This design comes from an exercise in tuning for small area, a short achievable clock period and few clock cycles on the open sky130 flow, not from production work. The RTL was checked by simulation tests, not by an equivalence proof against the original design. Power is estimated from default activity; no workload was simulated.

==> inputs of v12 <==
## time_ordered_event_queue
module time_ordered_event_queue #(
  parameter int QUEUE_DEPTH = 64,
  parameter int TIME_BITS   = 40
) (
  input  logic                  clk,
  input  logic                  rst,
  input  logic                    req_valid,
  output logic                    req_ready,
  input  logic                    req_type,
  input  logic [FIELD_TIME_W-1:0] req_event_time,
  input  logic [KIND_W-1:0]       req_event_kind,
  input  logic [IDENT_W-1:0]      req_event_ident,
  input  logic [LINE_W-1:0]       req_line_number,
  output logic                    rsp_valid,
  input  logic                    rsp_ready,
  output logic [STATUS_W-1:0]     rsp_status,
  output logic [FIELD_TIME_W-1:0] rsp_out_time,
  output logic [KIND_W-1:0]       rsp_out_kind,
  output logic [IDENT_W-1:0]      rsp_out_ident,
  output logic [LINE_W-1:0]       rsp_out_line,
  output logic [OCC_W-1:0]        rsp_occupancy,
  input  logic                  psel,
  input  logic                  penable,
  input  logic                  pwrite,
  input  logic [APB_ADDR_W-1:0] paddr,
  input  logic [APB_DATA_W-1:0] pwdata,
  output logic [APB_DATA_W-1:0] prdata,
  output logic                  pready
);
  localparam int N     = QUEUE_DEPTH;
  localparam int CNT_W = $clog2(QUEUE_DEPTH + 1);
  localparam int TAG_W = KIND_W + IDENT_W + LINE_W;
  localparam int RES_W = STATUS_W + FIELD_TIME_W + TAG_W + OCC_W;
  logic [TIME_BITS-1:0] horizon;
  assign pready = 1'b1;
  always_ff @(posedge clk) begin
    if (rst) begin
      horizon <= '0;
    end else if (psel && penable && pwrite && (paddr == REG_HORIZON_ADDR)) begin
      horizon <= TIME_BITS'(pwdata[FIELD_TIME_W-1:0]);
    end
  end
  always_comb begin
    prdata = '0;
    if (paddr == REG_HORIZON_ADDR) begin
      prdata = APB_DATA_W'(FIELD_TIME_W'(horizon));
    end
  end
  logic a_valid, b_valid, skid_valid;
  logic exec_b, adv_a, accept;
  logic b_valid_next, skid_next, out_free;
  assign exec_b    = b_valid && !skid_valid;
  assign adv_a     = a_valid;
  ...
Settings: LEC_CHECK=0, CAP_MARGIN=20, CORE_MARGIN=2, CORE_UTILIZATION=55, CTS_CLUSTER_DIAMETER=100, CTS_CLUSTER_SIZE=24, PLACE_DENSITY=0.65, SETUP_SLACK_MARGIN=3.0, SLEW_MARGIN=20, TNS_END_PERCENT=100; clock period 6.5 ns.
standard.sh (not shown) runs the stock make flow with config.mk's settings and CLKGATE_MAP_FILE= SYNTH_SCRIPT=/design/flow/synth_recipe.tcl, a recipe that flattens the netlist after the stock synthesis.
==> flow/flow/run.sh <==
#!/bin/bash
# The standard layout (standard.sh, with config.mk's settings) plus three
# changes: the APB address and read-data pins sit together on the die's edge
# (io.tcl, read where the floorplan step reads IO_CONSTRAINTS), the port
# buffers are buf_4 cells instead of the delay buffers buffer_ports would pick,
# and the steps estimate wire parasitics with pessimistic layer RC
# (layer_rc.tcl, read in place of the platform's setRC.tcl).
set -euo pipefail
work=$(pwd)
bash standard.sh \
  "IO_CONSTRAINTS=$work/flow/io.tcl" \
  "BUFFER_PORTS_ARGS=-buffer_cell sky130_fd_sc_hd__buf_4" \
  "LAYER_PARASITICS_FILE=$work/flow/layer_rc.tcl" \
  finish > "$work/standard.log" 2>&1
==> flow/flow/io.tcl <==
set_io_pin_constraint -group -order -pin_names {paddr[0] paddr[1] paddr[2] paddr[3] prdata[0] prdata[1] prdata[2] prdata[3] prdata[4] prdata[5] prdata[6] prdata[7] prdata[8] prdata[9] prdata[10] prdata[11] prdata[12] prdata[13] prdata[14] prdata[15] prdata[16] prdata[17] prdata[18] prdata[19] prdata[20] prdata[21] prdata[22] prdata[23] prdata[24] prdata[25] prdata[26] prdata[27] prdata[28] prdata[29] prdata[30] prdata[31] prdata[32] prdata[33] prdata[34] prdata[35] prdata[36] prdata[37] prdata[38] prdata[39]}
==> flow/flow/layer_rc.tcl <==
set_layer_rc -layer li1 -capacitance 1.873750e-04 -resistance 8.970000e-02
set_layer_rc -layer met1 -capacitance 2.154688e-04 -resistance 1.116125e-03
set_layer_rc -layer met2 -capacitance 1.702913e-04 -resistance 1.116125e-03
set_layer_rc -layer met3 -capacitance 2.687025e-04 -resistance 1.958750e-04
set_layer_rc -layer met4 -capacitance 1.851600e-04 -resistance 1.958750e-04
set_layer_rc -layer met5 -capacitance 1.926087e-04 -resistance 2.226250e-05

set_layer_rc -via mcon -resistance 9.249146E-3
set_layer_rc -via via -resistance 4.5E-3
set_layer_rc -via via2 -resistance 3.368786E-3
set_layer_rc -via via3 -resistance 0.376635E-3
set_layer_rc -via via4 -resistance 0.00580E-3

set_wire_rc -signal -layer met1
set_wire_rc -clock -layer met3
==> inputs of v38, as changes to v12 <==
--- a/flow/design.v
+++ b/flow/design.v
@@ -94,41 +94,14 @@
   always_ff @(posedge clk) begin
     cell_time <= ({TIME_BITS{sel_hold}} & cell_time) | ({TIME_BITS{sel_prev}} & prev_time)
                | ({TIME_BITS{sel_next}} & next_time) | ({TIME_BITS{sel_new}}  & new_time);
     cell_tag  <= ({TAG_W{sel_hold}} & cell_tag) | ({TAG_W{sel_prev}} & prev_tag)
                | ({TAG_W{sel_next}} & next_tag) | ({TAG_W{sel_new}}  & new_tag);
   end
 endmodule
-module toeq_adjust #(
-  parameter int N = 64
-) (
-  input  logic [N-1:0] sel_hold,
-  input  logic [N-1:0] sel_prev,
-  input  logic [N-1:0] sel_next,
-  input  logic [N-1:0] sel_new,
-  input  logic [N-1:0] vec,
-  input  logic         new_gt,
-  output logic [N-1:0] moved
-);
-  for (genvar i = 0; i < N; i++) begin : g_bit
-    logic rp, rn;
-    if (i == 0) begin : g_head
-      assign rp = 1'b0;
-    end else begin : g_body
-      assign rp = vec[i-1];
-    end
-    if (i == N - 1) begin : g_tail
-      assign rn = 1'b1;
-    end else begin : g_inner
-      assign rn = vec[i+1];
-    end
-    assign moved[i] = (sel_hold[i] && vec[i]) || (sel_prev[i] && rp)
-                   || (sel_next[i] && rn) || (sel_new[i] && new_gt);
-  end
-endmodule
 `timescale 1ns / 1ps
 import toeq_pkg::*;
 module time_ordered_event_queue #(
   parameter int QUEUE_DEPTH = 64,
   parameter int TIME_BITS   = 40
 ) (
   input  logic                  clk,
@@ -171,73 +144,59 @@
   end
   always_comb begin
     prdata = '0;
     if (paddr == REG_HORIZON_ADDR) begin
       prdata = APB_DATA_W'(FIELD_TIME_W'(horizon));
     end
   end
-  logic a_valid, b_valid, skid_valid;
-  logic exec_b, adv_a, accept;
-  logic b_valid_next, skid_next, out_free;
+  logic b_valid, skid_valid;
+  logic exec_b, accept;
   assign exec_b    = b_valid && !skid_valid;
-  assign adv_a     = a_valid;
-  assign req_ready = !b_valid_next || !skid_next;
+  assign req_ready = !b_valid || !skid_valid;
   assign accept    = req_valid && req_ready;
   always_ff @(posedge clk) begin
-    a_valid <= !rst && accept;
-    b_valid <= b_valid_next;
+    if (rst) begin
+      b_valid <= 1'b0;
+    end else begin
+      b_valid <= accept || (b_valid && !exec_b);
+    end
   end
-  logic [TIME_BITS-1:0] in_time;
-  logic                 in_past;
-  logic [N-1:0]         in_vec;
-  logic                 in_ngt;
-  assign in_time = TIME_BITS'(req_event_time);
-  assign in_past = (in_time >= horizon);
-  logic                 a_pull;
   logic [TIME_BITS-1:0] a_time;
-  logic [TAG_W-1:0]     a_tag;
-  logic                 a_past;
-  logic [N-1:0]         a_vec;
-  logic                 a_ngt;
-  always_ff @(posedge clk) begin
-    a_pull <= req_type;
-    a_time <= in_time;
-    a_tag  <= {req_event_kind, req_event_ident, req_line_number};
-    a_past <= in_past;
-    a_vec  <= in_vec;
-    a_ngt  <= in_ngt;
-  end
   logic                 b_pull;
   logic [TIME_BITS-1:0] b_time;
   logic [TAG_W-1:0]     b_tag;
   logic                 b_past;
   logic [N-1:0]         b_after;
+  logic                 a_past;
   logic [N-1:0]         a_after;
+  assign a_time = TIME_BITS'(req_event_time);
+  assign a_past = (a_time >= horizon);
   always_ff @(posedge clk) begin
-    if (adv_a) begin
-      b_pull  <= a_pull;
+    if (accept) begin
+      b_pull  <= req_type;
       b_time  <= a_time;
-      b_tag   <= a_tag;
+      b_tag   <= {req_event_kind, req_event_ident, req_line_number};
       b_past  <= a_past;
       b_after <= a_after;
     end
   end
   logic [CNT_W-1:0] count;
   logic [N-1:0]     occ;
   logic             is_full, is_empty, do_insert, do_pull;
   logic [CNT_W-1:0] count_next;
   assign is_full  = occ[N-1];
   assign is_empty = !occ[0];
-  logic             pull_next, past_next, exec_next;
+  logic             out_free;
+  logic             skid_next, b_valid_next, pull_next, past_next, exec_next;
   logic [N-1:0]     occ_next;
   assign out_free     = !rsp_valid || rsp_ready;
   assign skid_next    = !rst && !out_free && (skid_valid || exec_b);
-  assign b_valid_next = !rst && (adv_a || (b_valid && !exec_b));
-  assign pull_next    = adv_a ? a_pull : b_pull;
-  assign past_next    = adv_a ? a_past : b_past;
+  assign b_valid_next = !rst && (accept || (b_valid && !exec_b));
+  assign pull_next    = accept ? req_type : b_pull;
+  assign past_next    = accept ? a_past : b_past;
   assign exec_next    = b_valid_next && !skid_next;
   assign occ_next = rst       ? '0
                   : do_insert ? {occ[N-2:0], 1'b1}
                   : do_pull   ? {1'b0, occ[N-1:1]}
                   : occ;
   assign ins_next = exec_next && !pull_next && !past_next && !occ_next[N-1];
   assign pul_next = exec_next && pull_next && occ_next[0];
@@ -260,15 +219,15 @@
       count <= count_next;
     end
     occ <= occ_next;
   end
   logic [N-1:0] sel_hold, sel_prev, sel_next, sel_new;
   logic [N-1:0] after_next;
   logic         ins_next, pul_next;
-  assign after_next = adv_a ? a_after : b_after;
+  assign after_next = accept ? a_after : b_after;
   assign sel_next   = {N{do_pull}};
   for (genvar i = 0; i < N; i++) begin : g_sel
     logic ap;
     if (i == 0) begin : g_head
       assign ap = 1'b0;
     end else begin : g_body
       assign ap = after_next[i-1];
@@ -314,31 +273,36 @@
       .next_time(next_time),
       .next_tag (next_tag),
       .cell_time(cell_time[i]),
       .cell_tag (cell_tag[i])
     );
   end
   logic [N-1:0] raw;
-  logic         bn_gt, an_gt;
+  logic         new_gt;
   for (genvar i = 0; i < N; i++) begin : g_cmp
     logic gt;
-    toeq_gt #(.W(TIME_BITS)) u_gt (.a(cell_time[i]), .b(in_time), .gt(gt));
+    toeq_gt #(.W(TIME_BITS)) u_gt (.a(cell_time[i]), .b(a_time), .gt(gt));
     assign raw[i] = !occ[i] || gt;
   end
-  toeq_gt #(.W(TIME_BITS)) u_gt_b (.a(b_time), .b(in_time), .gt(bn_gt));
-  toeq_gt #(.W(TIME_BITS)) u_gt_a (.a(a_time), .b(in_time), .gt(an_gt));
-  assign in_ngt = a_valid ? an_gt : bn_gt;
-  toeq_adjust #(.N(N)) u_adj_in (
-    .sel_hold(sel_hold), .sel_prev(sel_prev), .sel_next(sel_next), .sel_new(sel_new),
-    .vec(raw), .new_gt(bn_gt), .moved(in_vec)
-  );
-  toeq_adjust #(.N(N)) u_adj_a (
-    .sel_hold(sel_hold), .sel_prev(sel_prev), .sel_next(sel_next), .sel_new(sel_new),
-    .vec(a_vec), .new_gt(a_ngt), .moved(a_after)
-  );
+  toeq_gt #(.W(TIME_BITS)) u_gt_new (.a(b_time), .b(a_time), .gt(new_gt));
+  for (genvar i = 0; i < N; i++) begin : g_adj
+    logic rp, rn;
+    if (i == 0) begin : g_head
+      assign rp = 1'b0;
+    end else begin : g_body
+      assign rp = raw[i-1];
+    end
+    if (i == N - 1) begin : g_tail
+      assign rn = 1'b1;
+    end else begin : g_inner
+      assign rn = raw[i+1];
+    end
+    assign a_after[i] = (sel_hold[i] && raw[i]) || (sel_prev[i] && rp)
+                     || (sel_next[i] && rn) || (sel_new[i] && new_gt);
+  end
   logic [STATUS_W-1:0]     ex_status;
   logic [FIELD_TIME_W-1:0] ex_time;
   logic [TAG_W-1:0]        ex_tag;
   always_comb begin
     ex_status = ST_INSERTED;
     ex_time   = '0;
     ex_tag    = '0;
==> flow/run.sh (new file) <==
#!/bin/bash
# synth_recipe.tcl (not shown) runs the flow's synth.tcl, then flattens the netlist and writes it again
# the make line also repeats each setting of config.mk as NAME=value (left out here)
make -C /OpenROAD-flow-scripts/flow DESIGN_CONFIG=/design/flow/config.mk WORK_HOME=/design/flow/orfs CLKGATE_MAP_FILE= SYNTH_SCRIPT=/design/flow/synth_recipe.tcl finish
CORE_UTILIZATION = 50   (was 55)
CTS_CLUSTER_SIZE = 20   (was 24)
PLACE_DENSITY = 0.6   (was 0.65)
removed: flow/flow/run.sh
removed: flow/flow/io.tcl
removed: flow/flow/layer_rc.tcl
removed: flow/standard.sh
==> inputs of v25, as changes to v12 <==
==> flow/flow/run.sh (replaced) <==
#!/bin/bash
# The standard layout (standard.sh, with config.mk's settings) plus two
# changes: the APB address and read-data pins sit together on the die's edge
# (io.tcl, read where the floorplan step reads IO_CONSTRAINTS), and the port
# buffers are buf_4 cells instead of the delay buffers buffer_ports would pick.
set -euo pipefail
work=$(pwd)
bash standard.sh \
  "IO_CONSTRAINTS=$work/flow/io.tcl" \
  "BUFFER_PORTS_ARGS=-buffer_cell sky130_fd_sc_hd__buf_4" \
  finish > "$work/standard.log" 2>&1
CORE_UTILIZATION = 50   (was 55)
CTS_CLUSTER_SIZE = 20   (was 24)
PLACE_DENSITY = 0.6   (was 0.65)
removed: flow/flow/layer_rc.tcl
==> comparison table <==
metric                                                                               v12                      v25                      v38
GR Layer Usage met2                                                                65.1%                    66.1%                    67.8%
Cell variety after synth                                                             101                      101                      120
Max FO, Critical Path                                                                  5                       30                        6
Kind of capture point of the worst setup path                             primary output                     flop           primary output
Max IR drop VDD                                                                 0.364 mV                 0.284 mV                 0.264 mV
Final critical-path required period                                              3680 ps                  3780 ps                  3860 ps
Slew Limit Headroom                                                                26.7%                    15.5%                    12.7%
Post-detailed-routing wire length                                           1,100,000 um             1,210,000 um             1,270,000 um
Insertion delay of the later-clocked pin in the worst-skew pair                  1090 ps                  1060 ps                  1080 ps
Fraction of final layout cells sized beyond drive strength 1                       7.73%                    7.09%                    9.00%
Mux share of post-synthesis cell area                                             0.726%                   0.726%                   0.744%
Netlist Area Pre-Place                                                     246,000 sq um            246,000 sq um            242,000 sq um
Period utilization                                                                 56.6%                    58.1%                    59.5%
R2r startpoint                                                      b_time[33]$_DFFE_PP_     b_time[35]$_DFFE_PP_          do_pull$_DFF_P_
Mean instance size in the synthesized netlist                                 8.45 sq um               8.45 sq um               8.44 sq um
Core utilization of the finished layout                                            58.7%                    53.3%                    55.0%
Multi-input gate share of total cell area                                          49.6%                    49.3%                    49.1%
Cell Area, Placed                                                          251,000 sq um            251,000 sq um            249,000 sq um
Run status                                                       complete, no violations  complete, no violations  complete, no violations
Area fraction in compound gates after synthesis                                    36.6%                    36.6%                    37.1%
Share of Yosys cell area claimed by the top area cell type                         39.1%                    39.1%                    38.5%
Gpl congestion                                                                      1.03                     1.00                     1.08
Fin Hold WS                                                                       308 ps                   348 ps                   482 ps
Nonclk buf count                                                                   1,177                    1,042                    1,310
Testbench counts of v12, summed over its fixed seeds: cycles 32,024.
Testbench counts of v38, summed over its fixed seeds: cycles 32,016.
Testbench counts of v25, summed over its fixed seeds: cycles 32,024.

[afterwards: timing with drivers on the ports]
How much do the figures lean on ideal ports? The routed layouts below were timed once more, with nothing changed but the port constraints. Step 1, drivers: a clkbuf_16 drives clk and a buf_2 each remaining input, both assumed. Step 2 times the ports against the registers' clock, not the clock port: input delays grow and output delays shrink by t, the midpoint of the rising clock arrivals with the driver on. a / b / c = ideal / step 1 / step 2; a / b = the first two.
| run | t, ns | setup WS [ns] | pins driven straight from the clock port |
|---|---|---|---|
| v12 | 1.176 | 2.820 / 2.781 / 1.862 | 1 |
| v38 | 1.189 | 2.635 / 2.600 / 1.543 | 1 |
| v25 | 1.164 | 2.722 / 2.831 / 1.667 | 1 |
After both steps setup and hold are still met in every run listed. For v38, which loses most, drivers alone change the setup slack by -0.035 ns; drivers and shift together by -1.092 ns.
